From an optimization exercise on the open Yosys and OpenROAD flow, aimed at small area and a short achievable clock period; shortcuts taken in it are not production practice. At most, simulation tests tie the RTL to the original design; equivalence was not proved. Only the layout flow was run in runs 5 to 8; the RTL was not checked for function there. No activity file was given, so power comes from the tool's default toggle rates.

## flow/constraint.sdc

```tcl
create_clock -name core_clock -period 5.5 [get_ports {clk}]
set_input_delay 1.1000 -clock core_clock [delete_from_list [all_inputs] [get_ports {clk}]]
set_output_delay 1.1000 -clock core_clock [all_outputs]
set_load 0.01 [all_outputs]
```

## flow/standard.sh

```bash
#!/bin/bash
# synth_recipe.tcl (not shown) runs the flow's synth.tcl, then flattens the netlist and writes it again
# the make line also repeats each setting of config.mk as NAME=value (left out here)
make -C /OpenROAD-flow-scripts/flow DESIGN_CONFIG=/design/flow/config.mk WORK_HOME=/design/flow/orfs CLKGATE_MAP_FILE= SYNTH_SCRIPT=/design/flow/synth_recipe.tcl "${@:-finish}"
```

## flow/flow/run.sh

```bash
#!/bin/bash
# Own layout flow: the standard flow (standard.sh, unchanged synthesis),
# with the port buffers made as buf_2 cells instead of the default delay
# buffer. The full make output goes to make.log in this folder; ORFS keeps
# each step's own log under orfs/logs/.
set -euo pipefail
export BUFFER_PORTS_ARGS="-buffer_cell sky130_fd_sc_hd__buf_2"
bash standard.sh finish > make.log 2>&1
```

## flow/config.mk

```make
export PLATFORM = sky130hd
export DESIGN_NAME = cpu_trace_buffer
export DESIGN_NICKNAME = cpu_trace_buffer
export VERILOG_FILES = /design/flow/design.v
export SDC_FILE = /design/flow/constraint.sdc
export NUM_CORES = 4
export LEC_CHECK = 0
export CAP_MARGIN = 20
export CORE_MARGIN = 2
export CORE_UTILIZATION = 55
export CTS_CLUSTER_DIAMETER = 80
export CTS_CLUSTER_SIZE = 30
export PLACE_DENSITY = 0.7
export SETUP_SLACK_MARGIN = 3.0
export SLEW_MARGIN = 20
```

## flow/design.v

```verilog
package trace_pkg;
    localparam int TRACE_W   = 102;
    localparam int WDATA_LSB = 0;
    localparam int WADDR_LSB = 32;
    localparam int WENA_BIT  = 37;
    localparam int INST_LSB  = 38;
    localparam int PC_LSB    = 70;
endpackage
import trace_pkg::*;
module trace_fifo
#(
    parameter int WIDTH = TRACE_W,
    parameter int DEPTH = 16
) (
    input  logic              clk,
    input  logic [DEPTH-1:0]  we,
    input  logic [WIDTH-1:0]  wdata,
    input  logic [DEPTH-1:0]  rsel_lo,
    input  logic [DEPTH-1:0]  rsel_hi,
    output logic [WIDTH-1:0]  rdata
);
    logic [WIDTH-1:0] mem [DEPTH];
    always_ff @(posedge clk) begin
        for (int i = 0; i < DEPTH; i++) begin
            if (we[i]) begin
                mem[i] <= wdata;
            end
        end
    end
    localparam int LO_W = WIDTH / 2;
    always_comb begin
        rdata = '0;
        for (int i = 0; i < DEPTH; i++) begin
            rdata[LO_W-1:0]     = rdata[LO_W-1:0] | (mem[i][LO_W-1:0] & {LO_W{rsel_lo[i]}});
            rdata[WIDTH-1:LO_W] = rdata[WIDTH-1:LO_W] |
                                  (mem[i][WIDTH-1:LO_W] & {(WIDTH-LO_W){rsel_hi[i]}});
        end
    end
endmodule
import trace_pkg::*;
module cpu_trace_buffer
#(
    parameter int DEPTH       = 16,
    parameter int MAX_RECORDS = 560
) (
    input  logic        clk,
    input  logic        rst,
    input  logic        trace_en,
    input  logic [31:0] pc,
    input  logic [31:0] inst,
    input  logic        rf_wena,
    input  logic [4:0]  rf_waddr,
    input  logic [31:0] rf_wdata,
    output logic        out_valid,
    input  logic        out_ready,
    output logic [31:0] out_data,
    output logic        out_last,
    output logic        full,
    output logic        empty,
    output logic        overflow,
    output logic [15:0] drop_count,
    output logic [31:0] rec_count,
    output logic        done
);
    localparam int RW = 10;              
    logic               w0, w1, w2, nw3;
    logic               nvalid, nempty, nfull, ndone;
    logic [DEPTH-1:0]   wsel;        
    logic [DEPTH-1:0]   rsel;        
    logic [DEPTH-1:0]   rsel2;       
    logic [DEPTH-1:0]   we;
    logic [4:0]         occ;         
    logic [RW-1:0]      rec;
    logic [TRACE_W-1:0] entry_in;
    logic [TRACE_W-1:0] head;
    logic [TRACE_W-1:0] ent;         
    logic               adv, pop, push, drop, accept;
    logic [4:0]         occ_inc, occ_dec;
    assign entry_in = {pc, inst, rf_wena, rf_waddr, rf_wdata};
    assign occ_inc  = occ + 5'd1;
    assign occ_dec  = occ - 5'd1;
    assign adv    = nvalid || (!nw3 && out_ready);
    assign pop    = nempty && adv;
    assign accept = trace_en && ndone;
    assign push   = accept && (nfull || pop);
    assign drop   = accept && !nfull && !pop;
    assign we = wsel & {DEPTH{nfull || (!nw3 && out_ready)}};
    trace_fifo #(
        .WIDTH (TRACE_W),
        .DEPTH (DEPTH)
    ) u_fifo (
        .clk     (clk),
        .we      (we),
        .wdata   (entry_in),
        .rsel_lo (rsel),
        .rsel_hi (rsel2),
        .rdata   (head)
    );
    always_ff @(posedge clk or posedge rst) begin
        if (rst) begin
            wsel   <= DEPTH'(1);
            rsel   <= DEPTH'(1);
            rsel2  <= DEPTH'(1);
            occ    <= '0;
            full   <= 1'b0;
            nfull  <= 1'b1;
            empty  <= 1'b1;
            nempty <= 1'b0;
        end else begin
            if (push) wsel <= {wsel[DEPTH-2:0], wsel[DEPTH-1]};
            if (pop) begin
                rsel  <= {rsel[DEPTH-2:0], rsel[DEPTH-1]};
                rsel2 <= {rsel2[DEPTH-2:0], rsel2[DEPTH-1]};
            end
            if (push && !pop) begin
                occ    <= occ_inc;
                empty  <= 1'b0;
                nempty <= 1'b1;
                full   <= (occ == 5'(DEPTH - 1));
                nfull  <= (occ != 5'(DEPTH - 1));
            end else if (pop && !push) begin
                occ    <= occ_dec;
                full   <= 1'b0;
                nfull  <= 1'b1;
                empty  <= (occ == 5'd1);
                nempty <= (occ != 5'd1);
            end
        end
    end
    always_ff @(posedge clk or posedge rst) begin
        if (rst) begin
            rec        <= '0;
            done       <= 1'b0;
            ndone      <= 1'b1;
            overflow   <= 1'b0;
            drop_count <= '0;
        end else begin
            if (push) begin
                rec   <= rec + 1'b1;
                done  <= (rec == RW'(MAX_RECORDS - 1));
                ndone <= (rec != RW'(MAX_RECORDS - 1));
            end
            if (drop) begin
                overflow <= 1'b1;
                if (drop_count != 16'hFFFF) begin
                    drop_count <= drop_count + 16'd1;
                end
            end
        end
    end
    assign rec_count = 32'(rec);
    always_ff @(posedge clk or posedge rst) begin
        if (rst) begin
            out_valid <= 1'b0;
            nvalid    <= 1'b1;
            out_last  <= 1'b0;
            w0    <= 1'b0;
            w1    <= 1'b0;
            w2    <= 1'b0;
            nw3   <= 1'b1;
        end else begin
            if (adv) begin
                out_valid <= nempty;
                nvalid    <= !nempty;
                out_last  <= 1'b0;
                w0    <= nempty;
                nw3   <= 1'b1;
            end else if (out_ready) begin
                out_last <= w2;
                w0    <= 1'b0;
                w1    <= w0;
                w2    <= w1;
                nw3   <= !w2;
            end
        end
    end
    always_ff @(posedge clk) begin
        if (adv) begin
            ent <= head;
        end
    end
    logic s_head, s_pc, s_inst, s_rf, s_wdata;
    assign s_head  = adv;
    assign s_pc    = w0 && !out_ready;
    assign s_inst  = out_ready ? w0 : w1;
    assign s_rf    = out_ready ? w1 : w2;
    assign s_wdata = out_ready ? w2 : !nw3;
    always_ff @(posedge clk) begin
        out_data <= ({32{s_head}}  & head[PC_LSB +: 32])
                  | ({32{s_pc}}    & ent[PC_LSB +: 32])
                  | ({32{s_inst}}  & ent[INST_LSB +: 32])
                  | ({32{s_rf}}    & {ent[WENA_BIT], 26'b0, ent[WADDR_LSB +: 5]})
                  | ({32{s_wdata}} & ent[WDATA_LSB +: 32]);
    end
endmodule
```

==> flow_summary.json, run 1 <==
{
  "cts_num_sinks": 1859,
  "place_congestion": 0.791,
  "switchingPower_mw": 4.99,
  "initial_core_util_pct": 55.5,
  "rows": 127,
  "insertion_delay_ns": 0.72,
  "firstDrtPassIters": 8,
  "detailed_place_hpwl_mm": 89.2,
  "die_w_um": 352,
  "dieHeight_um": 352,
  "finClkSkew_ns": 0.0550,
  "worst_pin_slew_ns": 1.08,
  "yosysUniqueCellTypes": 48,
  "power_frac_seq_pct": 66.8,
  "worstReg2RegStart": "rsel[13]",
  "cp.required_ns": 5.83,
  "cts_tree": "done",
  "gr-usage-all-layers_pct": 27.6,
  "p_int_mw": 18.7,
  "drive_above_1_share_pct": 13.8,
  "min_period_ns": 2.50,
  "grt_pass1_vias": 34400,
  "cts_root_buf": "clkbuf_16",
  "cts_buffers": 75,
  "holdCritPathClass": "register to register",
  "rsz0062_at_grt": "true",
  "drc": 0,
  "end_kind": "register",
  "p_sw_share_pct": 21.0,
  "ant_nets": 0,
  "vias": 35900,
  "p_leak_nw": 23.5,
  "place_inst": 5122,
  "dieArea_um2": 124000,
  "utilization_pct": 60.0,
  "antenna_found_initial": 38,
  "start_kind": "input port",
  "outcome": "timing/DRC/antenna clean",
  "hp-start": "ent[56]",
  "crit_chain": "clkbuf_4, and2b_4, nor2_4, buf_12, buf_4, nor2b_4, buf_6",
  "fin_setup_tns_ns": 0,
  "drt_iter0_markers": 5561,
  "yosys_warnings": 3,
  "slowest_stage": "buf_6",
  "layout.nets": 3732,
  "grt_max_degree": 103,
  "grt-ovfl-total": 0,
  "rr_worst_depth": 4,
  "criticalPathCategory": "input port to register",
  "area_growth_pct": 8.04,
  "regToRegSetupSlack_ns": 3.02,
  "wirelength_mm": 175,
  "vdd_ir_drop_max_mv": 0.273,
  "ctsHoldBuffers": 0,
  "io_pins": 192,
  "via_per_inst": 6.79,
  "synth-edff-count": 1734,
  "yosysSeqAreaShare_pct": 82.7,
  "coreArea_um2": 120000,
  "min_delay_worst_endpoint": "out_data[18]",
  "slew_headroom_pct": 28.0,
  "fmax_mhz": 401,
  "fillCellCount": 8498,
  "instances_no_fill": 5286,
  "setup_violations": 0,
  "synth_area_um2": 66600,
  "grt_pass1_wl_mm": 247,
  "max_stage_delay_ns": 0.52,
  "path_clk_slew_ns": 0.11,
  "cp_max_fo": 47,
  "synthFlopType": "edfxtp_1",
  "critical_path_arrival_ns": 2.83,
  "cts_max_level": 3,
  "post-route-period-util_pct": 45.4,
  "drv_slew": 0,
  "maxCapViolCount": 0,
  "clockPowerShare_pct": 29.2,
  "clk_path_buf_depth": 3,
  "synthArstFlopShare_pct": 5.00,
  "pwr-share-comb_pct": 4.1,
  "route.detailed.wl_per_inst_um": 33.1,
  "powerDensity_nw_per_um2": 329,
  "reg2reg_to": "ent[19]",
  "portBuffers": 169,
  "hold_violations": 0,
  "hold_path_depth": 2,
  "avgSynthCellArea_um2": 19.1,
  "synth_seq_cells": 1859,
  "synth_cells": 3495
}
==> per-stage QoR <==
step / hold slack, ns / cell area (um2) / total power [mW] / worst slack (ns)
floorplan: 0.411 / 66800 / 16.6 / 1.98
global placement: 0.445 / 69100 / 17.0 / 1.27
detailed placement: 0.448 / 69100 / 17.0 / 1.51
CTS: 0.461 / 71800 / 23.7 / 2.97
global route: 0.487 / 71900 / 24.3 / 2.96
finish: 0.460 / 72000 / 23.7 / 3.00
==> repair_timing <==
item / 4_1_cts / 5_1_grt
pin swaps: 1 / 1
buffers inserted: 18 / 10
endpoints found under the setup margin: 1462 / 558
resized for setup: 60 / 15
gates cloned: 3 / 0
==> power by group through the flow <==
stage	sequential (mW)	clock [mW]	combinational (mW)
finish	15.8	6.92	0.960
global route	15.8	7.40	1.05
CTS	15.8	6.97	0.923
detailed placement	16.1	0	0.887
global placement	16.1	0	0.856
floorplan	16.1	0	0.491
==> per-layer routing <==
layer,vias to the layer above,GRT usage (%),part of all wire [%],wire length (um)
met1,18700,38.1,38,66300
met5,-,0,0.068,119
met3,284,7.04,12,20500
met2,2173,44.1,48,83300
met4,18,7.57,2.7,4700
li1,14700,-,-,-
==> critical path: cells and delay by family <==
kind	cells	cell delay (ns)
and+or+nand+nor	3	0.47
buffers and inverters	4	1.13
==> worst max-delay path by stage <==
stage | slack [ns] | cells past startpoint | startpoint | end
6_report | 3.00 | 7 | out_ready | u_fifo.mem[2][59]
5_1_grt | 2.96 | 1 | empty | empty
4_1_cts | 2.97 | 7 | out_ready | u_fifo.mem[14][74]
3_5_place_dp | 1.51 | 5 | out_ready | u_fifo.mem[3][94]
3_3_place_gp | 1.27 | 5 | out_ready | u_fifo.mem[1][91]
2_1_floorplan | 1.98 | 4 | out_ready | u_fifo.mem[10][0]
==> layout make-up <==
type	instances	area [um2]	share of cell area [%]
Multi-Input combinational cell	1409	10600	14.7
Clock buffer	100	1990	2.77
Tap cell	1612	2020	2.80
Clock inverter	16	260	0.362
Sequential cell	1859	55100	76.6
Inverter	11	48.8	0.0678
Antenna cell	16	40.0	0.0556
Timing Repair Buffer	263	1880	2.61
==> cells in the mapped netlist, drive strengths merged, types with 3 or more instances <==
cell | n | share of area [%]
edfxtp | 1734 | 78
a22o | 281 | 3.7
a221oi | 280 | 3.7
a22oi | 269 | 3.1
nand2 | 260 | 1.5
clkbuf | 134 | 0.76
buf | 105 | 1.1
dfrtp | 85 | 3.2
nand4 | 78 | 0.73
mux2 | 36 | 0.61
or4 | 33 | 0.53
dfxtp | 32 | 0.96
a222oi | 26 | 0.39
nor2b | 19 | 0.18
xnor2 | 18 | 0.24
nor2 | 14 | 0.083
nand3 | 13 | 0.098
inv | 10 | 0.056
xor2 | 10 | 0.13
dfstp | 8 | 0.32
ha | 7 | 0.13
o2111ai | 6 | 0.079
o21ai | 6 | 0.045
and3 | 5 | 0.047
a21oi | 4 | 0.030
and2 | 3 | 0.028
and4 | 3 | 0.039
nand2b | 3 | 0.028
==> kinds of logic after synthesis <==
logic type               synth area share (%)
flip-flops                               82.7
AO/OA/AOI/OAI                            11.0
AND/OR/NAND/NOR                          3.28
buffers and inverters                    1.88
multiplexers                            0.639
XOR/XNOR                                0.368
adder cells (fa/ha/maj)                 0.131
other                                 0.00563
==> flip-flops by register name, indices dropped and copies added (netlist names), 5 cells and up <==
signal      cells
ent           102
drop_count     16
occ             5
rsel           16
wsel           16
out_data       32
rsel2          16
u_fifo.mem   1632
rec            10
==> cells in the final DEF (no fill, tap or decap), types with 5 or more instances in the layout <==
cell type  Yosys  routed
a221oi_1     280     279
a222oi_1      26      26
a22o_1       281     281
a22oi_1      266     266
and3_1         5       5
buf_12         0      14
buf_2         38     168
buf_4         30      55
buf_6         19      14
buf_8          1      10
clkbuf_1     134      24
clkbuf_16      0      76
conb_1         1      22
dfrtp_1       85      54
dfrtp_2        0      16
dfrtp_4        0      15
dfstp_2        8       7
dfxtp_1       32      18
dfxtp_2        0      14
diode_2        0      16
edfxtp_1    1734    1734
ha_1           7       6
inv_1          9       8
inv_6          0       5
mux2_2        36      36
nand2_1      260     260
nand3_1       13      13
nand4_1       78      78
nor2_1        13      12
nor2b_4        0      18
o2111ai_1      6       6
or4_1          5       5
or4_4         28      28
xnor2_1       18      18
xor2_1        10      10
==> run 2: changes to the inputs <==
--- a/flow/config.mk
+++ b/flow/config.mk
@@ -9,7 +9,8 @@
 export CORE_MARGIN = 2
-export CORE_UTILIZATION = 55
+export CORE_UTILIZATION = 45
 export CTS_CLUSTER_DIAMETER = 80
 export CTS_CLUSTER_SIZE = 30
-export PLACE_DENSITY = 0.7
-export SETUP_SLACK_MARGIN = 3.0
+export PLACE_DENSITY = 0.6
+export SETUP_SLACK_MARGIN = 3.1
 export SLEW_MARGIN = 20
+export TNS_END_PERCENT = 10
==> run 2 against run 1 <==
Flip-flop and latch count is the same; clock power rose by 14%; synthesized cell count did not move; area after synthesis unchanged; sequential share of layout area down 1.0 points; die area is 22% higher; register-to-register slack got worse by 0.09 ns; combinational power decreased by 4.2%; largest cell class unchanged; sequential power about the same; non-clock buffer count down 12; maximum frequency is 3.1% lower.
==> flow_summary.json, run 2 <==
{
  "outcome": "timing/DRC/antenna clean",
  "grt_pass1_vias": 34300,
  "cp_max_fo": 50,
  "yosysTopAreaCellShare_pct": 78.2,
  "coreArea_um2": 147000,
  "layout.nets": 3732,
  "grt_pass1_wl_mm": 259,
  "regMostFlops": "u_fifo.mem",
  "reg_top3": "u_fifo.mem (1632), ent (102), out_data (32)",
  "p_leak_nw": 23.8,
  "die_w_um": 389,
  "worst-path-stages": 6,
  "slowest_stage": "buf_4",
  "end_kind": "register",
  "via_per_inst": 6.36,
  "pre_cts_ws_ns": 1.38,
  "crit_family": "buffers and inverters",
  "fmax_mhz": 388,
  "ff_latch_area_um2": 55200,
  "place_inst": 5434,
  "route.detailed.wl_per_inst_um": 32.8,
  "synth.largest_area_cell": "edfxtp_1",
  "synth_cells": 3495,
  "cts_buffers": 86,
  "synth-edff-count": 1734,
  "min_period_ns": 2.57,
  "synthArstFlopShare_pct": 5.00,
  "criticalPathCategory": "input port to register",
  "firstDrtPassIters": 7,
  "synth_seq_cells": 1859,
  "holdCritPathClass": "register to register",
  "rr_worst_depth": 4,
  "multi_input_area_um2": 10600,
  "layout_common_cells": "edfxtp_1, a22o_1, a221oi_1, a22oi_1, nand2_1",
  "synth_most_common_cell": "edfxtp_1",
  "final_common_cell": "edfxtp_1",
  "yosysSeqAreaShare_pct": 82.7,
  "max_stage_delay_ns": 0.74,
  "insertion_delay_ns": 0.74,
  "antenna_found_initial": 33,
  "synth_common_cells": "edfxtp_1, a22o_1, a221oi_1, a22oi_1, nand2_1",
  "maxCapViolCount": 0,
  "initial_core_util_pct": 45.2,
  "drv_slew": 0,
  "area_growth_pct": 9.53,
  "crit_chain": "buf_4, and2b_4, nor2_4, buf_8, nor2b_4, buf_4",
  "finClkSkew_ns": 0.0508,
  "cts_num_sinks": 1859,
  "start_kind": "input port",
  "yosysUniqueCellTypes": 48,
  "clk_path_buf_depth": 3,
  "drive_above_1_share_pct": 14.5,
  "portBuffers": 169,
  "powerDensity_nw_per_um2": 338,
  "setup_violations": 0,
  "largest_reg_flops": 1632,
  "cts_root_buf": "clkbuf_16",
  "fillCellCount": 12000,
  "drc": 0,
  "rsz0062_at_grt": "true",
  "synth.area.top_cells": "edfxtp_1, a22o_1, a221oi_1",
  "path_common_cell": "buf_4",
  "place_congestion": 0.773,
  "synth_area_um2": 66600,
  "cts_max_level": 3,
  "post-route-period-util_pct": 46.8,
  "dieHeight_um": 389,
  "ant_nets": 0,
  "fin_setup_tns_ns": 0,
  "gr-usage-all-layers_pct": 23.9,
  "drt_iter0_markers": 4592,
  "hold_violations": 0,
  "hold_path_depth": 2,
  "cts_tree": "done",
  "vias": 35800,
  "yosys_warnings": 3,
  "io_pins": 192,
  "grt_max_degree": 116,
  "dieArea_um2": 151000,
  "synthFlopType": "edfxtp_1",
  "report.power.total_mw": 24.6,
  "worst_pin_slew_ns": 1.16,
  "critical_path_arrival_ns": 2.92,
  "cp.required_ns": 5.84,
  "setup_ws_ns": 2.93,
  "cp.buffers_inverters": 3,
  "slew_headroom_pct": 22.1,
  "holdWs_ns": 0.472,
  "wirelength_mm": 184,
  "rows": 141,
  "instances_no_fill": 5619,
  "vdd_ir_drop_max_mv": 0.237,
  "grt-ovfl-total": 0,
  "avgSynthCellArea_um2": 19.1,
  "path_clk_slew_ns": 0.10,
  "detailed_place_hpwl_mm": 92.1
}
[run 2: final cells by class]
type / count / share of cell area (%)
Sequential cell: 1859 / 75.6
Multi-Input combinational cell: 1410 / 14.5
Tap cell: 1930 / 3.31
Clock buffer: 97 / 3.05
Timing Repair Buffer: 251 / 2.50
Clock inverter: 53 / 0.904
Inverter: 11 / 0.0737
Antenna cell: 8 / 0.0274
[run 2: cells by family (layout without fill, tap and decap cells)]
kind of cell / Yosys count / after routing / share of synthesized area, %
flip-flops: 1859 / 1859 / 82.7
AO/OA/AOI/OAI: 877 / 877 / 11.0
adder cells (fa/ha/maj): 7 / 7 / 0.131
buffers and inverters: 250 / 412 / 1.88
AND/OR/NAND/NOR: 435 / 438 / 3.28
XOR/XNOR: 28 / 28 / 0.368
other: 1 / 30 / 0.00563
multiplexers: 38 / 38 / 0.639
[run 2: worst reg2reg max path, stage by stage, from the launching register on]
cell,delay (ns)
dfrtp_4,0.63
buf_4,0.38
a22o_1,0.37
a221oi_1,0.36
nand4_1,0.45
[run 2: path summary, 6_finish.rpt]
check	start	endpoint	slack, ns
worst max-delay path	out_ready	u_fifo.mem[8][52]	2.93
worst min-delay path	ent[44]	out_data[6]	0.47
worst max register to register	rsel2[13]	ent[55]	2.93
worst min register to register	ent[44]	out_data[6]	0.47
max in group asynchronous	rst	rsel[0]	3.98
min in group asynchronous	rst	rec[6]	0.52
[run 2: per-stage QoR]
stage / cell area [um2] / utilization, %
5_1_grt: 72900 / 49.5
2_1_floorplan: 66800 / -
6_report: 73000 / 49.5
4_1_cts: 72700 / 49.3
3_3_place_gp: 69500 / 47.2
3_5_place_dp: 69500 / 47.2
[run 2: what timing repair did]
| item | 4_1_cts | 5_1_grt |
|---|---|---|
| hold buffers | 0 | 0 |
| resized for setup | 28 | 36 |
| cloned | 5 | 1 |
| setup endpoints to repair | 1454 | 707 |
| pin swaps | 0 | 2 |
| buffers inserted | 10 | 10 |
[run 2: routing by layer]
layer | track usage, % | vias up | wire length (um)
met3 | 3.76 | 233 | 14700
met5 | 0 | - | 149
met1 | 34.1 | 19100 | 76900
met4 | 4.32 | 24 | 3220
li1 | - | 14700 | -
met2 | 39.3 | 1715 | 89400
[run 2: power by group]
part	internal [mW]	switching (mW)
clock network	3.24	4.67
logic	0.286	0.634
registers	15.7	0.164
==> run 3: changes to the inputs <==
--- a/flow/config.mk
+++ b/flow/config.mk
@@ -13,3 +13,3 @@
 export PLACE_DENSITY = 0.6
-export SETUP_SLACK_MARGIN = 3.1
+export SETUP_SLACK_MARGIN = 3.2
 export SLEW_MARGIN = 20
==> run 3 against run 2 <==
Still clean; clock skew rose by 0.00090 ns; via count shrank 0.29%; first-iteration DRC count decreased by 0.39%; sequential share of layout area is essentially flat; die area stayed put; clock-buffer cell count stayed put; sequential power about the same; non-clock buffer count decreased by 1; cell count unchanged; setup slack gained 0.026 ns; critical path type is now register to register; largest power group unchanged.
==> flow_summary.json, run 3 <==
{
  "hp-start": "ent[44]",
  "hold_violations": 0,
  "rr_worst_depth": 4,
  "holdCritPathClass": "register to register",
  "worst_pin_slew_ns": 1.16,
  "finClkSkew_ns": 0.0517,
  "dieHeight_um": 389,
  "synthArstFlopShare_pct": 5.00,
  "drc": 0,
  "vias": 35700,
  "coreArea_um2": 147000,
  "slowest_stage": "dfrtp_4",
  "cp_max_fo": 38,
  "ant_nets": 0,
  "io_pins": 192,
  "cts_buffers": 86,
  "fin_setup_tns_ns": 0,
  "outcome": "timing/DRC/antenna clean",
  "cts_tree": "done",
  "wirelength_mm": 184,
  "clk_path_buf_depth": 3,
  "synth.area.top_cells": "edfxtp_1, a22o_1, a221oi_1",
  "via_per_inst": 6.35,
  "max_stage_delay_ns": 0.64,
  "synth_cells": 3495,
  "cts_num_sinks": 1859,
  "area_growth_pct": 9.59,
  "maxCapViolCount": 0,
  "largest_reg_flops": 1632,
  "p_leak_nw": 23.8,
  "reg2reg_to": "ent[55]",
  "synthFlopType": "edfxtp_1",
  "avgSynthCellArea_um2": 19.1,
  "yosysSeqAreaShare_pct": 82.7,
  "synth_seq_cells": 1859,
  "holdWs_ns": 0.475,
  "grt_pass1_vias": 34200,
  "grt-ovfl-total": 0,
  "cts_root_buf": "clkbuf_16",
  "final_common_cell": "edfxtp_1",
  "ctsHoldBuffers": 0,
  "firstDrtPassIters": 6,
  "vdd_ir_drop_max_mv": 0.238,
  "setup_violations": 0,
  "crit_chain": "buf_4, a22o_1, a221oi_1, nand4_1",
  "die_w_um": 389,
  "rsz0062_at_grt": "true",
  "layout.nets": 3731,
  "place_congestion": 0.773,
  "end_kind": "register",
  "synth_most_common_cell": "edfxtp_1",
  "synth_common_cells": "edfxtp_1, a22o_1, a221oi_1, a22oi_1, nand2_1",
  "critical_path_arrival_ns": 2.89,
  "post-route-period-util_pct": 46.3,
  "synth-edff-count": 1734,
  "layout_common_cells": "edfxtp_1, a22o_1, a221oi_1, a22oi_1, nand2_1",
  "drv_slew": 0,
  "reg_top3": "u_fifo.mem (1632), ent (102), out_data (32)",
  "slew_headroom_pct": 22.3,
  "initial_core_util_pct": 45.2,
  "pre_cts_ws_ns": 1.38,
  "setup_ws_ns": 2.95,
  "antenna_found_initial": 33,
  "insertion_delay_ns": 0.74,
  "rows": 141,
  "gr-usage-all-layers_pct": 23.9,
  "start_kind": "register",
  "drt_iter0_markers": 4574,
  "fillCellCount": 11900,
  "dieArea_um2": 151000,
  "cp.required_ns": 5.84,
  "detailed_place_hpwl_mm": 92.1,
  "min_delay_worst_endpoint": "out_data[6]",
  "criticalPathCategory": "register to register",
  "yosysUniqueCellTypes": 48,
  "drive_above_1_share_pct": 14.6,
  "yosys_warnings": 3,
  "path_clk_slew_ns": 0.11,
  "grt_pass1_wl_mm": 259,
  "portBuffers": 169,
  "fmax_mhz": 392,
  "worstReg2RegStart": "rsel2[13]",
  "min_period_ns": 2.55,
  "hold_path_depth": 2,
  "cts_max_level": 3,
  "regMostFlops": "u_fifo.mem",
  "grt_max_degree": 116,
  "route.detailed.wl_per_inst_um": 32.8,
  "synth.largest_area_cell": "edfxtp_1",
  "regToRegSetupSlack_ns": 2.95,
  "synth_area_um2": 66600,
  "powerDensity_nw_per_um2": 338,
  "yosysTopAreaCellShare_pct": 78.2
}
## run 3: cell counts after synthesis
Identical to the previous run, type by type.
## run 3: worst max-delay path: cells and delay by family (launching register included)
family / cells / cell delay [ns]
flip-flops: 1 / 0.64
AO/OA/AOI/OAI: 2 / 0.63
AND/OR/NAND/NOR: 1 / 0.45
buffers and inverters: 1 / 0.39
## run 3: cell families (layout without fill, tap and decap cells)
family	count (synthesis)	after routing	synth area share, %
DFF	1859	1859	82.7
other	1	31	0.00563
AOI/OAI and AO/OA	877	877	11.0
xor gates and xnor gates	28	28	0.368
buffers and inverters	250	411	1.88
and+or+nand+nor	435	438	3.28
muxes	38	38	0.639
adders and majority gates	7	7	0.131
## run 3: power by group
group	leakage (nW)	internal (mW)	switching [mW]	total, mW
clock	1.40	3.24	4.67	7.91
sequential	17.1	15.7	0.164	15.8
combinational	5.30	0.288	0.633	0.921
## run 3: worst max-delay path by stage
stage / from / end / slack, ns
floorplan: out_ready / u_fifo.mem[10][0] / 1.98
global placement: out_ready / u_fifo.mem[1][33] / 1.37
detailed placement: out_ready / u_fifo.mem[11][78] / 1.38
CTS: nw3 / drop_count[1] / 2.76
global route: out_ready / u_fifo.mem[8][27] / 2.93
finish: rsel2[13] / ent[55] / 2.95
## run 3: area by class of cell
cell class | count | area, um2 | share of cell area [%]
flip-flops and latches | 1859 | 55200 | 75.6
multi-input cells | 1410 | 10600 | 14.5
clock buffers | 97 | 2220 | 3.05
clock inverters | 53 | 659 | 0.903
inverters | 11 | 53.8 | 0.0737
repair buffers | 250 | 1840 | 2.51
well taps | 1930 | 2410 | 3.31
diodes | 9 | 22.5 | 0.0309
## run 3: per-stage QoR
stage               cells  total power, mW  area, um2  utilization, %
global placement     5434             17.0      69500            47.2
CTS                  5599             24.7      72700            49.3
detailed placement   5434             17.0      69500            47.2
floorplan            3516             16.6      66800               -
global route         5612             25.3      73000            49.5
finish               5619             24.6      73000            49.5
## run 3: what timing repair did
item | 4_1_cts | 5_1_grt
hold endpoints to repair | 0 | 0
gates cloned | 5 | 1
gates resized for setup | 30 | 48
pin swaps | 0 | 1
setup buffers | 10 | 9
setup endpoints to repair | 1694 | 1127
## run 3: metal layers
metal	global-route usage, %	share of wire, %
met5	0	0.077
met4	4.32	1.7
met3	3.63	7.9
met1	34.2	42
met2	39.3	49
==> run 4: changes to the inputs <==
==> flow/run.sh (new file) <==
#!/bin/bash
# synth_recipe.tcl (not shown) runs the flow's synth.tcl, then flattens the netlist and writes it again
# the make line also repeats each setting of config.mk as NAME=value (left out here)
make -C /OpenROAD-flow-scripts/flow DESIGN_CONFIG=/design/flow/config.mk WORK_HOME=/design/flow/orfs CLKGATE_MAP_FILE= SYNTH_SCRIPT=/design/flow/synth_recipe.tcl finish
--- a/flow/config.mk
+++ b/flow/config.mk
@@ -13,4 +13,3 @@
 export PLACE_DENSITY = 0.6
-export SETUP_SLACK_MARGIN = 3.2
+export SETUP_SLACK_MARGIN = 3.0
 export SLEW_MARGIN = 20
-export TNS_END_PERCENT = 10
removed: flow/flow/run.sh
removed: flow/standard.sh
==> run 4 against run 3 <==
Synthesized cell count unchanged; clock power decreased by 4.7%; non-clock buffer count increased by 68; sequential power about the same; combinational power increased by 6.9%; setup slack improved by 0.017 ns; wire length increased by 5.8%; die area unchanged; area after synthesis unchanged; critical endpoint is now occ[3]; highest routed layer unchanged.
==> flow_summary.json, run 4 <==
{
  "yosys_warnings": 3,
  "insertion_delay_ns": 0.76,
  "firstDrtPassIters": 7,
  "synth_cells": 3495,
  "reg_top3": "u_fifo.mem (1632), ent (102), out_data (32)",
  "path_common_cell": "buf_6",
  "ff_latch_area_um2": 55200,
  "ctsHoldBuffers": 0,
  "critPathLaunch": "out_ready",
  "die_w_um": 389,
  "holdCritPathClass": "register to register",
  "powerDensity_nw_per_um2": 326,
  "max_stage_delay_ns": 0.41,
  "instances_no_fill": 5668,
  "p_leak_nw": 24.3,
  "criticalPathCategory": "input port to register",
  "synth.largest_area_cell": "edfxtp_1",
  "hold_violations": 0,
  "regMostFlops": "u_fifo.mem",
  "cp_max_fo": 19,
  "worstReg2RegStart": "rsel[0]",
  "cp.required_ns": 6.17,
  "drt_iter0_markers": 5174,
  "crit_family": "buffers and inverters",
  "yosysTopAreaCellShare_pct": 78.2,
  "dieArea_um2": 151000,
  "layout_common_cells": "edfxtp_1, a22o_1, a221oi_1, a22oi_1, nand2_1",
  "place_inst": 5428,
  "synthFlopType": "edfxtp_1",
  "via_per_inst": 6.44,
  "synth-edff-count": 1734,
  "clk_path_buf_depth": 3,
  "cts_root_buf": "clkbuf_16",
  "slew_headroom_pct": 27.1,
  "fillCellCount": 11700,
  "multi_input_area_um2": 10600,
  "maxCapViolCount": 0,
  "vias": 36500,
  "gr-usage-all-layers_pct": 25.1,
  "grt_max_degree": 103,
  "grt_pass1_wl_mm": 268,
  "min_period_ns": 2.53,
  "drive_above_1_share_pct": 13.4,
  "hp-start": "ent[11]",
  "layout.nets": 3793,
  "grt-ovfl-total": 0,
  "worst_pin_slew_ns": 1.09,
  "start_kind": "input port",
  "cp.buffers_inverters": 4,
  "fmax_mhz": 395,
  "drc": 0,
  "drv_slew": 0,
  "cts_tree": "done",
  "synth_area_um2": 66600,
  "rsz0062_at_grt": "true",
  "portBuffers": 169,
  "io_pins": 192,
  "vdd_ir_drop_max_mv": 0.231,
  "setup_violations": 0,
  "cts_num_sinks": 1859,
  "cts_max_level": 3,
  "cts_buffers": 81,
  "synth_seq_cells": 1859,
  "post-route-period-util_pct": 46.0,
  "critical_path_arrival_ns": 3.20,
  "area_growth_pct": 12.2,
  "yosysUniqueCellTypes": 48,
  "yosysSeqAreaShare_pct": 82.7,
  "outcome": "timing/DRC/antenna clean",
  "antenna_found_initial": 25,
  "synth_most_common_cell": "edfxtp_1",
  "largest_reg_flops": 1632,
  "place_congestion": 0.765,
  "finClkSkew_ns": 0.0506,
  "dieHeight_um": 389,
  "synth.area.top_cells": "edfxtp_1, a22o_1, a221oi_1",
  "path_clk_slew_ns": 0.11,
  "initial_core_util_pct": 45.2,
  "fin_setup_tns_ns": 0,
  "ant_nets": 0,
  "rows": 141,
  "grt_pass1_vias": 34300,
  "avgSynthCellArea_um2": 19.1,
  "end_kind": "register",
  "detailed_place_hpwl_mm": 87.6,
  "wirelength_mm": 195,
  "coreArea_um2": 147000,
  "final_common_cell": "edfxtp_1",
  "crit_chain": "clkdlybuf4s50_1, buf_6, and2b_4, o31ai_4, buf_6, inv_4, ha_4, or4_1, a21oi_2, xor2_1",
  "route.detailed.wl_per_inst_um": 34.4,
  "synth_common_cells": "edfxtp_1, a22o_1, a221oi_1, a22oi_1, nand2_1",
  "slowest_stage": "clkdlybuf4s50_1",
  "synthArstFlopShare_pct": 5.00
}
run 4: cell counts after synthesis:
No cell type changed its count.
run 4: layer usage:
| metal | vias up | GRT usage [%] | share of wire (%) |
|---|---|---|---|
| met2 | 2075 | 40.6 | 47 |
| met5 | - | 0 | 0.081 |
| met3 | 289 | 4.37 | 10 |
| met4 | 24 | 5.69 | 2.6 |
| li1 | 14900 | - | - |
| met1 | 19300 | 35.7 | 40 |
run 4: path summary, 6_finish.rpt:
kind,endpoint,slack (ns),depth (start not counted)
setup / recovery,occ[3],2.97,10
hold / removal,out_data[11],0.48,2
setup reg to reg,ent[35],3.08,4
hold reg to reg,out_data[11],0.48,2
max in group asynchronous,rsel2[0],3.64,3
min in group asynchronous,rec[2],0.92,2
run 4: stage by stage:
step / power [mW] / cell area [um2] / hold slack [ns] / utilization, % / setup WS [ns]
floorplan: 16.6 / 66800 / 0.411 / - / 1.98
global placement: 17.1 / 70400 / 0.448 / 47.8 / 1.07
detailed placement: 17.1 / 70400 / 0.455 / 47.8 / 1.22
CTS: 24.4 / 74500 / 0.480 / 50.6 / 2.95
global route: 25.0 / 74700 / 0.493 / 50.7 / 2.96
finish: 24.4 / 74700 / 0.476 / 50.7 / 2.97
run 4: timing repair:
| item | in CTS | in global routing |
|---|---|---|
| pin swaps | 3 | 5 |
| setup endpoints to repair | 1728 | 478 |
| gates resized for setup | 349 | 28 |
| buffers inserted | 60 | 4 |
| gates cloned | 28 | 7 |
run 4: cell type report:
| type | instances | share of cell area [%] |
|---|---|---|
| diodes | 6 | 0.0201 |
| clock inverters | 38 | 0.705 |
| clock buffers | 97 | 2.81 |
| well taps | 1930 | 3.23 |
| flip-flops and latches | 1859 | 73.9 |
| multi-input cells | 1409 | 14.2 |
| repair buffers | 318 | 5.04 |
| inverters | 11 | 0.0971 |
run 4: cell families (layout without fill, tap and decap cells):
logic type / after synthesis / count (layout) / synth area share [%]
flip-flops: 1859 / 1859 / 82.7
AO/OA/AOI/OAI: 877 / 877 / 11.0
multiplexers: 38 / 38 / 0.639
buffers and inverters: 250 / 464 / 1.88
other: 1 / 28 / 0.00563
XOR/XNOR: 28 / 28 / 0.368
AND/OR/NAND/NOR: 435 / 437 / 3.28
adder cells (fa/ha/maj): 7 / 7 / 0.131
run 4: power breakdown:
part / switching (mW) / internal (mW)
Clock: 4.50 / 3.04
Combinational: 0.642 / 0.343
Sequential: 0.170 / 15.7
run 4: worst register-to-register path, cell delays in order, from the launching register on:
cell and delay, ns:
dfstp_4 0.64, buf_4 0.39, a22o_1 0.28, a221oi_1 0.34
nand4_1 0.41
==> run 5: changes to the inputs <==
--- a/flow/design.v
+++ b/flow/design.v
@@ -66,3 +66,4 @@
     logic               w0, w1, w2, nw3;
-    logic               nvalid, nempty, nfull, ndone;
+    logic               nvalid, iempty, nfull, ndone;
+    logic               empty_n;     
     logic [DEPTH-1:0]   wsel;        
@@ -82,3 +83,3 @@
     assign adv    = nvalid || (!nw3 && out_ready);
-    assign pop    = nempty && adv;
+    assign pop    = !iempty && adv;
     assign accept = trace_en && ndone;
@@ -106,4 +107,4 @@
             nfull  <= 1'b1;
-            empty  <= 1'b1;
-            nempty <= 1'b0;
+            iempty  <= 1'b1;
+            empty_n <= 1'b0;
         end else begin
@@ -116,4 +117,4 @@
                 occ    <= occ_inc;
-                empty  <= 1'b0;
-                nempty <= 1'b1;
+                iempty  <= 1'b0;
+                empty_n <= 1'b1;
                 full   <= (occ == 5'(DEPTH - 1));
@@ -124,4 +125,4 @@
                 nfull  <= 1'b1;
-                empty  <= (occ == 5'd1);
-                nempty <= (occ != 5'd1);
+                iempty  <= (occ == 5'd1);
+                empty_n <= (occ != 5'd1);
             end
@@ -151,2 +152,3 @@
     assign rec_count = 32'(rec);
+    assign empty     = !empty_n;
     always_ff @(posedge clk or posedge rst) begin
@@ -162,6 +164,6 @@
             if (adv) begin
-                out_valid <= nempty;
-                nvalid    <= !nempty;
+                out_valid <= !iempty;
+                nvalid    <= iempty;
                 out_last  <= 1'b0;
-                w0    <= nempty;
+                w0    <= !iempty;
                 nw3   <= 1'b1;
==> flow/flow/run.sh (new file) <==
#!/bin/bash
# Own layout flow: the standard flow (standard.sh, unchanged synthesis),
# with the port buffers made as buf_2 cells instead of the default delay
# buffer. The full make output goes to make.log in this folder; ORFS keeps
# each step's own log under orfs/logs/.
set -euo pipefail
export BUFFER_PORTS_ARGS="-buffer_cell sky130_fd_sc_hd__buf_2"
bash standard.sh finish > make.log 2>&1
==> flow/standard.sh (new file) <==
#!/bin/bash
# synth_recipe.tcl (not shown) runs the flow's synth.tcl, then flattens the netlist and writes it again
# the make line also repeats each setting of config.mk as NAME=value (left out here)
make -C /OpenROAD-flow-scripts/flow DESIGN_CONFIG=/design/flow/config.mk WORK_HOME=/design/flow/orfs CLKGATE_MAP_FILE= SYNTH_SCRIPT=/design/flow/synth_recipe.tcl "${@:-finish}"
--- a/flow/config.mk
+++ b/flow/config.mk
@@ -13,3 +13,3 @@
 export PLACE_DENSITY = 0.6
-export SETUP_SLACK_MARGIN = 3.0
+export SETUP_SLACK_MARGIN = 3.1
 export SLEW_MARGIN = 20
removed: flow/run.sh
==> run 5 against run 4 <==
Still clean; via count decreased by 1.1%; first-iteration DRC count decreased by 6.4%; design area decreased by 1.4%; synthesized cell count decreased by 0.60%; clock skew decreased by 0.017 ns; sequential share of layout area increased by 1.0 points; global-route usage decreased by 0.34 points; non-clock buffer count increased by 26; worst hold slack got worse by 0.0092 ns; total power decreased by 1.2%; critical endpoint is now u_fifo.mem[10][22]; largest cell class unchanged.
==> flow_summary.json, run 5 <==
{
  "finClkSkew_ns": 0.0334,
  "ctsHoldBuffers": 0,
  "insertion_delay_ns": 0.72,
  "fin_setup_tns_ns": 0,
  "drv_slew": 0,
  "rows": 140,
  "worst_pin_slew_ns": 1.17,
  "drive_above_1_share_pct": 15.4,
  "grt-ovfl-total": 0,
  "yosys_warnings": 3,
  "final_common_cell": "edfxtp_1",
  "route.detailed.wl_per_inst_um": 34.1,
  "firstDrtPassIters": 7,
  "dieArea_um2": 150000,
  "synth.area.top_cells": "edfxtp_1, a221oi_1, a22o_1",
  "synth-edff-count": 1734,
  "synth_cells": 3474,
  "pre_cts_ws_ns": 1.74,
  "criticalPathCategory": "input port to register",
  "vias": 36100,
  "synth_area_um2": 66300,
  "clk_path_buf_depth": 3,
  "area_growth_pct": 11.2,
  "antenna_found_initial": 28,
  "maxCapViolCount": 0,
  "path_clk_slew_ns": 0.11,
  "fmax_mhz": 401,
  "yosysUniqueCellTypes": 47,
  "cts_tree": "done",
  "critical_path_arrival_ns": 2.83,
  "synth_common_cells": "edfxtp_1, a221oi_1, a22o_1, a22oi_1, nand2_1",
  "powerDensity_nw_per_um2": 327,
  "critPathLaunch": "out_ready",
  "start_kind": "input port",
  "setup_ws_ns": 3.01,
  "crit_end": "u_fifo.mem[10][22]",
  "dieHeight_um": 388,
  "cp_max_fo": 51,
  "layout_common_cells": "edfxtp_1, a221oi_1, a22o_1, a22oi_1, nand2_1",
  "yosysTopAreaCellShare_pct": 78.5,
  "drt_iter0_markers": 4843,
  "cts_buffers": 73,
  "rr_worst_depth": 3,
  "grt_pass1_wl_mm": 264,
  "regMostFlops": "u_fifo.mem",
  "synth_most_common_cell": "edfxtp_1",
  "slew_headroom_pct": 21.4,
  "synth_seq_cells": 1859,
  "multi_input_area_um2": 10500,
  "end_kind": "register",
  "portBuffers": 169,
  "cts_num_sinks": 1859,
  "ant_nets": 0,
  "die_w_um": 388,
  "reg_top3": "u_fifo.mem (1632), ent (102), out_data (32)",
  "detailed_place_hpwl_mm": 98.1,
  "min_period_ns": 2.49,
  "reg2reg_to": "ent[50]",
  "cts_root_buf": "clkbuf_16",
  "worstReg2RegStart": "rsel[8]",
  "io_pins": 192,
  "place_congestion": 0.780,
  "holdCritPathClass": "input port to async pin",
  "regToRegSetupSlack_ns": 3.08,
  "via_per_inst": 6.39,
  "gr-usage-all-layers_pct": 24.7,
  "synth.largest_area_cell": "edfxtp_1",
  "largest_reg_flops": 1632,
  "rsz0062_at_grt": "true",
  "post-route-period-util_pct": 45.3,
  "setup_violations": 0,
  "grt_pass1_vias": 34100,
  "yosysSeqAreaShare_pct": 83.0,
  "cts_max_level": 3,
  "synthFlopType": "edfxtp_1",
  "hold_violations": 0,
  "p_leak_nw": 24.0,
  "outcome": "timing/DRC/antenna clean",
  "synthArstFlopShare_pct": 5.00,
  "layout.nets": 3787,
  "initial_core_util_pct": 45.4,
  "coreArea_um2": 146000,
  "ff_latch_area_um2": 55200,
  "avgSynthCellArea_um2": 19.1,
  "vdd_ir_drop_max_mv": 0.271,
  "cp.required_ns": 5.83,
  "grt_max_degree": 103,
  "drc": 0,
  "fillCellCount": 11700,
  "wirelength_mm": 193
}
run 5: cell types whose count changed in the layout (fill, tap and decap cells not counted), sizes merged, moves of 9 or more:
cell,change
a221oi,+18
a22o,+12
a22oi,-36
buf,+151
bufbuf,-10
clkbuf,+17
clkdlybuf4s50,-105
clkinv,-12
inv,-9
nand2,-33
run 5: metal layers:
layer	global-route usage [%]	share of wire (%)	vias up
met5	0	0.091	-
met4	5.93	2.6	26
met3	5.64	10	261
met2	39.7	48	1948
met1	34.5	40	19000
li1	-	-	14800
run 5: critical path, cell delays in order:
cell,delay [ns]
buf_4,0.22
nor2b_4,0.22
buf_12,0.14
nor2_4,0.05
buf_12,0.17
nor2b_4,0.32
buf_16,0.26
run 5: cells by family (layout without fill, tap and decap cells):
kind of cell	after synthesis	in the layout	share of synthesized area, %
flip-flops	1859	1859	83.0
AO/OA/AOI/OAI	881	881	11.2
AND/OR/NAND/NOR	407	407	3.01
buffers and inverters	253	483	1.59
multiplexers	38	38	0.642
XOR/XNOR	28	28	0.370
adder cells (fa/ha/maj)	7	7	0.132
other	1	31	0.00566
run 5: metrics by stage:
step | power, mW | cell area [um2] | util [%] | cells | hold WS (ns)
4_1_cts | 24.1 | 73300 | 50.2 | 5617 | 0.438
3_3_place_gp | 17.2 | 69700 | 47.8 | 5414 | 0.444
5_1_grt | 24.7 | 73700 | 50.5 | 5644 | 0.482
3_5_place_dp | 17.3 | 69800 | 47.9 | 5419 | 0.451
6_report | 24.1 | 73700 | 50.5 | 5651 | 0.467
2_1_floorplan | 16.6 | 66500 | - | 3495 | 0.435
run 5: worst min-delay path by stage:
stage	slack (ns)	endpoint	cells past startpoint
after floorplan	0.43	out_data[10]	2
after global placement	0.44	overflow	1
after detailed placement	0.45	out_data[10]	2
after CTS	0.44	drop_count[11]	2
after global routing	0.48	occ[4]	2
final	0.47	occ[4]	2
run 5: area by class of cell:
cell class / count / area share [%]
multi-input cells: 1383 / 14.2
clock buffers: 117 / 2.88
diodes: 9 / 0.0306
repair buffers: 344 / 4.44
flip-flops and latches: 1859 / 75.0
well taps: 1917 / 3.25
clock inverters: 9 / 0.143
inverters: 13 / 0.0798
run 5: timing repair:
action / CTS / global route
endpoints found under the setup margin: 1726 / 373
cloned: 2 / 7
resized for setup: 120 / 17
setup buffers: 70 / 18
pin swaps: 5 / 8
run 5: power breakdown:
group	switching [mW]	internal, mW	total [mW]
combinational	0.666	0.373	1.04
clock	4.20	2.78	6.98
sequential	0.337	15.7	16.1
==> run 6: changes to the inputs <==
--- a/flow/config.mk
+++ b/flow/config.mk
@@ -13,3 +13,3 @@
 export PLACE_DENSITY = 0.6
-export SETUP_SLACK_MARGIN = 3.1
+export SETUP_SLACK_MARGIN = 3.0
 export SLEW_MARGIN = 20
==> run 6 against run 5 <==
Still clean on timing, DRC and antenna; clock skew up 0.0033 ns; register-to-register slack worse by 0.12 ns; clock-buffer cell count stayed put; design area down 1.0%; utilization shrank 0.53 points; first-iteration DRC count rose by 6.6%; flip-flop and latch count did not move; clock power about the same; combinational power decreased by 4%; critical path depth decreased by 2; cell count shrank 1.0%; worst hold slack lost 0.0029 ns; critical path type is now register to register.
==> flow_summary.json, run 6 <==
{
  "io_pins": 192,
  "regMostFlops": "u_fifo.mem",
  "critical_path_arrival_ns": 2.83,
  "gr-usage-all-layers_pct": 24.9,
  "synth_common_cells": "edfxtp_1, a221oi_1, a22o_1, a22oi_1, nand2_1",
  "layout.nets": 3731,
  "synth_most_common_cell": "edfxtp_1",
  "firstDrtPassIters": 7,
  "yosysUniqueCellTypes": 47,
  "post-route-period-util_pct": 46.2,
  "rows": 140,
  "maxCapViolCount": 0,
  "grt_max_degree": 103,
  "p_leak_nw": 23.7,
  "outcome": "timing/DRC/antenna clean",
  "hold_violations": 0,
  "ff_latch_area_um2": 55200,
  "grt-ovfl-total": 0,
  "path_common_cell": "buf_6",
  "start_kind": "register",
  "finClkSkew_ns": 0.0367,
  "p_sw_share_pct": 21.7,
  "place_inst": 5419,
  "layout_common_cells": "edfxtp_1, a221oi_1, a22o_1, a22oi_1, nand2_1",
  "worst_pin_slew_ns": 1.19,
  "yosys_warnings": 3,
  "final_common_cell": "edfxtp_1",
  "synth_seq_cells": 1859,
  "synth.largest_area_cell": "edfxtp_1",
  "p_int_mw": 18.8,
  "place_congestion": 0.780,
  "max_stage_delay_ns": 0.61,
  "end_kind": "register",
  "dieHeight_um": 388,
  "coreArea_um2": 146000,
  "reg_top3": "u_fifo.mem (1632), ent (102), out_data (32)",
  "place_area_um2": 69800,
  "initial_core_util_pct": 45.4,
  "power_frac_seq_pct": 66.7,
  "cts_tree": "done",
  "synthFlopType": "edfxtp_1",
  "crit_chain": "buf_6, buf_6, a22o_1, a221oi_1, nand4_1",
  "crit_family": "flip-flops",
  "synthArstFlopShare_pct": 5.00,
  "grt_pass1_vias": 33900,
  "cts_root_buf": "clkbuf_16",
  "avgSynthCellArea_um2": 19.1,
  "area_growth_pct": 9.99,
  "path_clk_slew_ns": 0.12,
  "instances_no_fill": 5594,
  "cp_max_fo": 22,
  "cp.buffers_inverters": 2,
  "criticalPathCategory": "register to register",
  "final_area_um2": 72900,
  "report.power.total_mw": 24.0,
  "via_per_inst": 6.42,
  "synth-edff-count": 1734,
  "cts_max_level": 3,
  "antenna_found_initial": 30,
  "yosysSeqAreaShare_pct": 83.0,
  "synth.area.top_cells": "edfxtp_1, a221oi_1, a22o_1",
  "rsz0062_at_grt": "true",
  "grt_pass1_wl_mm": 265,
  "portBuffers": 169,
  "dieArea_um2": 150000,
  "clockPowerShare_pct": 29.1,
  "cts_buffers": 73,
  "setup_violations": 0,
  "drt_iter0_markers": 5163,
  "fin_setup_tns_ns": 0,
  "slowest_stage": "dfrtp_4",
  "route.detailed.wl_per_inst_um": 34.2,
  "synth_area_um2": 66300,
  "clk_path_buf_depth": 3,
  "ctsHoldBuffers": 0,
  "drc": 0,
  "switchingPower_mw": 5.21,
  "die_w_um": 388,
  "fillCellCount": 11800,
  "yosysTopAreaCellShare_pct": 78.5,
  "powerDensity_nw_per_um2": 329,
  "cts_num_sinks": 1859,
  "wirelength_mm": 191,
  "multi_input_area_um2": 10500,
  "drv_slew": 0,
  "insertion_delay_ns": 0.73,
  "holdCritPathClass": "input port to async pin",
  "drive_above_1_share_pct": 13.7,
  "largest_reg_flops": 1632,
  "fmax_mhz": 393,
  "vias": 35900,
  "cp.required_ns": 5.79,
  "detailed_place_hpwl_mm": 98.1,
  "synth_cells": 3474,
  "slew_headroom_pct": 20.5,
  "min_period_ns": 2.54,
  "vdd_ir_drop_max_mv": 0.243,
  "ant_nets": 0,
  "pwr-share-comb_pct": 4.2
}
## run 6: cell types whose count changed in the layout (fill, tap and decap cells not counted), sizes merged
cell    change
buf        -54
clkbuf      -6
bufbuf      +4
diode       -1
## run 6: logic make-up after synthesis
family                   after synthesis  synth area share, %
AO/OA/AOI/OAI                        881                 11.2
XOR/XNOR                              28                0.370
buffers and inverters                253                 1.59
multiplexers                          38                0.642
other                                  1              0.00566
adder cells (fa/ha/maj)                7                0.132
AND/OR/NAND/NOR                      407                 3.01
flip-flops                          1859                 83.0
## run 6: layer usage
metal	vias to the layer above	track usage, %	share of wire (%)
met1	19000	34.9	40
met2	1914	39.8	48
met3	227	5.46	10
li1	14700	-	-
met5	-	0	0.090
met4	26	5.96	2.4
## run 6: layout make-up
type | instances | share of cell area, %
well taps | 1917 | 3.29
repair buffers | 288 | 3.56
multi-input cells | 1383 | 14.3
clock inverters | 9 | 0.144
clock buffers | 117 | 2.91
flip-flops and latches | 1859 | 75.7
diodes | 8 | 0.0275
inverters | 13 | 0.0806
## run 6: worst paths after layout
kind | startpoint | to | slack, ns | cells past startpoint
min in group core_clock | overflow | overflow | 0.48 | 1
max | rsel[6] | ent[50] | 2.96 | 5
min reg2reg | overflow | overflow | 0.48 | 1
max reg2reg | rsel[6] | ent[50] | 2.96 | 5
min | rst | rsel2[5] | 0.46 | 2
max in group asynchronous | rst | rsel[1] | 3.79 | 3
## run 6: what timing repair did
item                                     CTS  global route
cloned                                     7             0
pin swaps                                  4             5
setup buffers                             24            10
resized for setup                         51            17
endpoints found under the setup margin  1395            20
## run 6: through the flow
step	hold slack, ns	setup slack, ns	util (%)
floorplan	0.435	1.84	-
global route	0.482	2.93	50.0
finish	0.464	2.96	50.0
CTS	0.438	3.00	49.9
detailed placement	0.451	1.74	47.9
global placement	0.444	1.59	47.8
## run 6: power groups by stage
stage,clock network (mW),registers (mW),logic (mW)
3_5_place_dp,0,16.3,0.949
4_1_cts,7.06,16.0,0.990
2_1_floorplan,0,16.1,0.438
3_3_place_gp,0,16.3,0.915
6_report,6.99,16.0,0.999
5_1_grt,7.49,16.0,1.08
==> run 7: changes to the inputs <==
--- a/flow/design.v
+++ b/flow/design.v
@@ -72,3 +72,2 @@
     logic [DEPTH-1:0]   we;
-    logic [4:0]         occ;         
     logic [RW-1:0]      rec;
@@ -78,6 +77,6 @@
     logic               adv, pop, push, drop, accept;
-    logic [4:0]         occ_inc, occ_dec;
+    logic               occ_is_1, occ_is_15;
     assign entry_in = {pc, inst, rf_wena, rf_waddr, rf_wdata};
-    assign occ_inc  = occ + 5'd1;
-    assign occ_dec  = occ - 5'd1;
+    assign occ_is_1  = |(wsel & {rsel2[DEPTH-2:0], rsel2[DEPTH-1]});
+    assign occ_is_15 = |(rsel2 & {wsel[DEPTH-2:0], wsel[DEPTH-1]});
     assign adv    = nvalid || (!nw3 && out_ready);
@@ -87,3 +86,3 @@
     assign drop   = accept && !nfull && !pop;
-    assign we = wsel & {DEPTH{nfull || (!nw3 && out_ready)}};
+    assign we = (wsel & {DEPTH{nfull}}) | (wsel & {DEPTH{!nw3}} & {DEPTH{out_ready}});
     trace_fifo #(
@@ -104,3 +103,2 @@
             rsel2  <= DEPTH'(1);
-            occ    <= '0;
             full   <= 1'b0;
@@ -116,13 +114,11 @@
             if (push && !pop) begin
-                occ    <= occ_inc;
                 iempty  <= 1'b0;
                 empty_n <= 1'b1;
-                full   <= (occ == 5'(DEPTH - 1));
-                nfull  <= (occ != 5'(DEPTH - 1));
+                full   <= occ_is_15;
+                nfull  <= !occ_is_15;
             end else if (pop && !push) begin
-                occ    <= occ_dec;
                 full   <= 1'b0;
                 nfull  <= 1'b1;
-                iempty  <= (occ == 5'd1);
-                empty_n <= (occ != 5'd1);
+                iempty  <= occ_is_1;
+                empty_n <= !occ_is_1;
             end
--- a/flow/config.mk
+++ b/flow/config.mk
@@ -13,3 +13,3 @@
 export PLACE_DENSITY = 0.6
-export SETUP_SLACK_MARGIN = 3.0
+export SETUP_SLACK_MARGIN = 3.15
 export SLEW_MARGIN = 20
==> run 7 against run 6 <==
Still clean on timing, DRC and antenna; flip-flop and latch count fell by 5; design area grew 2.1%; via count increased by 3.1%; first-iteration DRC count increased by 7.4%; wire length rose by 4.4%; maximum frequency fell by 0.13%; cell count is 2.8% higher; die area shrank 0.19%; clock skew grew 0.015 ns; critical endpoint is now out_valid.
==> flow_summary.json, run 7 <==
{
  "grt_pass1_wl_mm": 275,
  "instances_no_fill": 5749,
  "cts_max_level": 3,
  "fmax_mhz": 393,
  "place_inst": 5486,
  "path_clk_slew_ns": 0.11,
  "ant_nets": 0,
  "hold_violations": 0,
  "synth_area_um2": 66200,
  "io_pins": 192,
  "rsz0062_at_grt": "true",
  "powerDensity_nw_per_um2": 331,
  "grt_max_degree": 103,
  "synth_most_common_cell": "edfxtp_1",
  "cts_root_buf": "clkbuf_16",
  "largest_reg_flops": 1632,
  "max_stage_delay_ns": 0.54,
  "vdd_ir_drop_max_mv": 0.269,
  "crit_family": "flip-flops",
  "vias": 37000,
  "firstDrtPassIters": 6,
  "worst_pin_slew_ns": 1.01,
  "gr-usage-all-layers_pct": 25.7,
  "wirelength_mm": 200,
  "yosysSeqAreaShare_pct": 83.0,
  "slew_headroom_pct": 32.7,
  "die_w_um": 387,
  "yosysTopAreaCellShare_pct": 78.7,
  "setup_violations": 0,
  "rows": 140,
  "holdCritPathClass": "input port to async pin",
  "dieArea_um2": 150000,
  "cts_tree": "done",
  "grt-ovfl-total": 0,
  "via_per_inst": 6.44,
  "cp.buffers_inverters": 1,
  "antenna_found_initial": 30,
  "cp.required_ns": 4.40,
  "final_common_cell": "edfxtp_1",
  "area_growth_pct": 12.5,
  "post-route-period-util_pct": 46.3,
  "initial_core_util_pct": 45.4,
  "cts_buffers": 82,
  "yosys_warnings": 3,
  "holdWs_ns": 0.427,
  "synthFlopType": "edfxtp_1",
  "report.power.total_mw": 24.7,
  "start_kind": "register",
  "cts_num_sinks": 1854,
  "yosysUniqueCellTypes": 53,
  "dieHeight_um": 387,
  "min_period_ns": 2.55,
  "slowest_stage": "dfrtp_2",
  "critical_path_arrival_ns": 1.45,
  "synth_common_cells": "edfxtp_1, nand2_1, a221oi_1, a22o_1, a22oi_1",
  "p_leak_nw": 24.5,
  "synth.largest_area_cell": "edfxtp_1",
  "coreArea_um2": 146000,
  "portBuffers": 169,
  "cp_max_fo": 2,
  "synthArstFlopShare_pct": 4.75,
  "layout.nets": 3873,
  "regMostFlops": "u_fifo.mem",
  "end_kind": "primary output",
  "detailed_place_hpwl_mm": 95.4,
  "reg_top3": "u_fifo.mem (1632), ent (102), out_data (32)",
  "drt_iter0_markers": 5547,
  "criticalPathCategory": "register to primary output",
  "clk_path_buf_depth": 3,
  "outcome": "timing/DRC/antenna clean",
  "synth_seq_cells": 1854,
  "drive_above_1_share_pct": 15.7,
  "synth_cells": 3549,
  "maxCapViolCount": 0,
  "finClkSkew_ns": 0.0516,
  "place_congestion": 0.778,
  "setup_ws_ns": 2.95,
  "insertion_delay_ns": 0.74,
  "layout_common_cells": "edfxtp_1, nand2_1, a22o_1, a221oi_1, a22oi_1",
  "fin_setup_tns_ns": 0,
  "avgSynthCellArea_um2": 18.6,
  "crit_chain": "buf_6",
  "route.detailed.wl_per_inst_um": 34.7,
  "pre_cts_ws_ns": 1.55,
  "drv_slew": 0,
  "ctsHoldBuffers": 0,
  "grt_pass1_vias": 35000,
  "synth-edff-count": 1734,
  "drc": 0,
  "synth.area.top_cells": "edfxtp_1, a221oi_1, a22o_1"
}
run 7: cell count changes in the layout (fill, tap and decap cells not counted), moves of 8 or more:
cell	previous run	this run
and3_1	11	3
clkbuf_16	80	92
buf_6	12	67
mux2_2	35	3
dfxtp_4	1	24
clkbuf_1	38	20
nand2_1	227	350
a221oi_1	298	282
buf_4	59	88
dfxtp_1	17	0
a22oi_1	233	270
buf_8	1	9
buf_2	166	125
run 7: cell type report:
| cell class | instances | area (um2) |
|---|---|---|
| antenna | 7 | 17.5 |
| clock buffer | 107 | 2230 |
| clock inverter | 38 | 519 |
| fill | 11500 | 71500 |
| inverter | 11 | 48.8 |
| multi-input combinational | 1465 | 10500 |
| sequential | 1854 | 55100 |
| tap | 1917 | 2400 |
| timing repair buffer | 350 | 3570 |
run 7: final timing paths:
| check | endpoint | startpoint | slack, ns | depth (start not counted) |
|---|---|---|---|---|
| worst max-delay path | out_valid | out_valid | 2.95 | 1 |
| worst min-delay path | rec[7] | rst | 0.43 | 2 |
| worst max register to register | ent[1] | rsel[4] | 3.11 | 4 |
| worst min register to register | out_data[23] | ent[61] | 0.46 | 2 |
| max in group asynchronous | rsel[8] | rst | 3.96 | 3 |
| min in group core_clock | out_data[23] | ent[61] | 0.46 | 2 |
run 7: kinds of logic (layout without fill, tap and decap cells):
logic type	Yosys count	count (layout)	share of synthesized area [%]
flops	1854	1854	83.0
compound gates	890	890	11.3
simple gates	522	522	3.68
buf+inv	251	506	1.55
xor+xnor	24	24	0.318
mux	4	4	0.0737
fa+ha+maj	3	3	0.0567
other cells	1	29	0.00567
run 7: power breakdown:
part           switching [mW]  total [mW]  internal, mW  leakage [nW]
registers               0.279        16.0          15.7          17.0
logic                   0.618       0.978         0.360          6.18
clock network            4.57        7.72          3.16          1.32
total                    5.46        24.7          19.2          24.5
run 7: layer usage:
layer / track usage [%] / up-vias / routed length (um) / share of wire (%)
met5: 0 / - / 179 / 0.090
li1: - / 15100 / - / -
met4: 5.36 / 28 / 3770 / 1.9
met1: 37.3 / 19700 / 81500 / 41
met2: 41.1 / 1986 / 94900 / 48
met3: 4.25 / 247 / 19400 / 9.7
run 7: repair_timing:
item,4_1_cts,5_1_grt
buffers inserted,74,24
pin swaps,7,5
gates cloned,6,6
endpoints found under the setup margin,1779,896
gates resized for setup,167,23
run 7: through the flow:
stage               instance area (um2)  utilization (%)
floorplan                         66400                -
global placement                  69500             47.6
detailed placement                69500             47.6
CTS                               74000             50.7
global route                      74400             51.0
finish                            74500             51.0
==> run 8: changes to the inputs <==
--- a/flow/config.mk
+++ b/flow/config.mk
@@ -13,3 +13,3 @@
 export PLACE_DENSITY = 0.6
-export SETUP_SLACK_MARGIN = 3.15
+export SETUP_SLACK_MARGIN = 3.0
 export SLEW_MARGIN = 20
==> run 8 against run 7 <==
Register-to-register slack got worse by 0.11 ns; clock skew decreased by 0.0047 ns; highest routed layer unchanged; design area fell by 2.0%; utilization fell by 1.0 points; sequential share of layout area is 1.4 points higher; worst hold slack improved by 0.0086 ns; setup slack improved by 0.013 ns; synthesized cell count did not move; combinational power down 13%.
==> flow_summary.json, run 8 <==
{
  "outcome": "timing/DRC/antenna clean",
  "synth.largest_area_cell": "edfxtp_1",
  "slowest_stage": "dfrtp_2",
  "crit_family": "flip-flops",
  "synth_cells": 3549,
  "synth-xor-area-share_pct": 0.318,
  "cp.required_ns": 4.40,
  "rsz0062_at_grt": "true",
  "final_common_cell": "edfxtp_1",
  "drive_above_1_share_pct": 13.4,
  "yosys_warnings": 3,
  "synth_seq_cells": 1854,
  "synth_area_um2": 66200,
  "initial_core_util_pct": 45.4,
  "grt-ovfl-total": 0,
  "vdd_ir_drop_max_mv": 0.266,
  "firstDrtPassIters": 8,
  "drc": 0,
  "final_area_um2": 73000,
  "portBuffers": 169,
  "regMostFlops": "u_fifo.mem",
  "area_growth_pct": 10.3,
  "place_area_um2": 69500,
  "cts_num_sinks": 1854,
  "avgSynthCellArea_um2": 18.6,
  "max_stage_delay_ns": 0.54,
  "cp.buffers_inverters": 1,
  "worstReg2RegStart": "rsel2[5]",
  "cts_tree": "done",
  "criticalPathCategory": "register to primary output",
  "io_pins": 192,
  "place_congestion": 0.778,
  "drv_slew": 0,
  "dieHeight_um": 387,
  "muxShareOfSynthArea_pct": 0.0737,
  "powerDensity_nw_per_um2": 335,
  "yosys.area_share.simple_pct": 3.68,
  "largest_reg_flops": 1632,
  "layout.nets": 3798,
  "route.detailed.wl_per_inst_um": 33.5,
  "fmax_mhz": 395,
  "regToRegSetupSlack_ns": 3.00,
  "holdWs_ns": 0.435,
  "synthFlopType": "edfxtp_1",
  "fin_setup_tns_ns": 0,
  "post-route-period-util_pct": 46.1,
  "hold_violations": 0,
  "layout_common_cells": "edfxtp_1, nand2_1, a22o_1, a221oi_1, a22oi_1",
  "gr-usage-all-layers_pct": 24.7,
  "rows": 140,
  "cts_buffers": 82,
  "start_kind": "register",
  "coreArea_um2": 146000,
  "setup_ws_ns": 2.97,
  "grt_max_degree": 103,
  "cp_max_fo": 2,
  "clk_path_buf_depth": 3,
  "critical_path_arrival_ns": 1.43,
  "worst_pin_slew_ns": 1.18,
  "dieArea_um2": 150000,
  "yosysTopAreaCellShare_pct": 78.7,
  "p_leak_nw": 23.9,
  "ctsHoldBuffers": 0,
  "finClkSkew_ns": 0.0469,
  "pre_cts_ws_ns": 1.55,
  "synth.area.top_cells": "edfxtp_1, a221oi_1, a22o_1",
  "synth_common_cells": "edfxtp_1, nand2_1, a221oi_1, a22o_1, a22oi_1",
  "end_kind": "primary output",
  "synth_top_family_by_area": "compound AO/OA/AOI/OAI gates",
  "path_clk_slew_ns": 0.11,
  "holdCritPathClass": "input port to async pin",
  "reg2reg_to": "ent[87]",
  "wirelength_mm": 190,
  "maxCapViolCount": 0,
  "ant_nets": 0,
  "cts_max_level": 3,
  "yosysUniqueCellTypes": 53,
  "vias": 36400,
  "synthAdderAreaFrac_pct": 0.0567,
  "synthArstFlopShare_pct": 4.75,
  "grt_pass1_wl_mm": 267,
  "drt_iter0_markers": 5083,
  "report.power.total_mw": 24.4,
  "rr_worst_depth": 4,
  "synth_most_common_cell": "edfxtp_1",
  "min_period_ns": 2.53,
  "crit_chain": "buf_6",
  "yosysSeqAreaShare_pct": 83.0,
  "reg_top3": "u_fifo.mem (1632), ent (102), out_data (32)",
  "slew_headroom_pct": 21.1,
  "via_per_inst": 6.41,
  "setup_violations": 0,
  "detailed_place_hpwl_mm": 95.4,
  "grt_pass1_vias": 34600,
  "die_w_um": 387,
  "cts_root_buf": "clkbuf_16",
  "antenna_found_initial": 34,
  "synth_compound_area_share_pct": 11.3,
  "insertion_delay_ns": 0.74,
  "synth-edff-count": 1734
}
[run 8: cell counts after synthesis]
Identical to the previous run, type by type.
[run 8: per-layer routing]
metal / up-vias / part of all wire (%) / track usage (%)
met3: 205 / 9.5 / 3.95
met2: 1945 / 47 / 39.3
li1: 14900 / - / -
met1: 19300 / 42 / 36.3
met4: 22 / 1.6 / 4.99
met5: - / 0.073 / 0
[run 8: repair_timing]
action / 4_1_cts / 5_1_grt
pin swaps: 3 / 4
endpoints found under the setup margin: 1264 / 746
gates cloned: 4 / 1
resized for setup: 56 / 10
setup buffers: 26 / 5
[run 8: power breakdown]
group | internal (mW) | switching, mW | total [mW]
combinational | 0.235 | 0.611 | 0.846
sequential | 15.6 | 0.256 | 15.9
clock | 3.16 | 4.53 | 7.68
[run 8: final cells by class]
class	count	area, um2
Antenna cell	14	35.0
Multi-Input combinational cell	1465	10500
Timing Repair Buffer	275	2210
Sequential cell	1854	55100
Tap cell	1917	2400
Clock buffer	107	2230
Inverter	11	48.8
Fill cell	11700	72900
Clock inverter	38	519
[run 8: worst max path at each step]
stage,from,endpoint,slack (ns),depth (start not counted)
2_1_floorplan,out_ready,u_fifo.mem[12][0],1.94,4
3_3_place_gp,out_ready,u_fifo.mem[5][11],1.60,5
3_5_place_dp,out_ready,u_fifo.mem[5][1],1.55,5
4_1_cts,out_valid,out_valid,2.94,1
5_1_grt,out_valid,out_valid,2.92,1
6_report,out_valid,out_valid,2.97,1
[run 8: kinds of logic after synthesis]
family,Yosys count
flip-flops,1854
AO/OA/AOI/OAI,890
AND/OR/NAND/NOR,522
buffers and inverters,251
XOR/XNOR,24
multiplexers,4
adder cells (fa/ha/maj),3
other,1
[run 8: through the flow]
step	util (%)	instances
3_5_place_dp	47.6	5486
4_1_cts	49.9	5661
6_report	50.0	5681
5_1_grt	50.0	5669
3_3_place_gp	47.6	5486
2_1_floorplan	-	3570
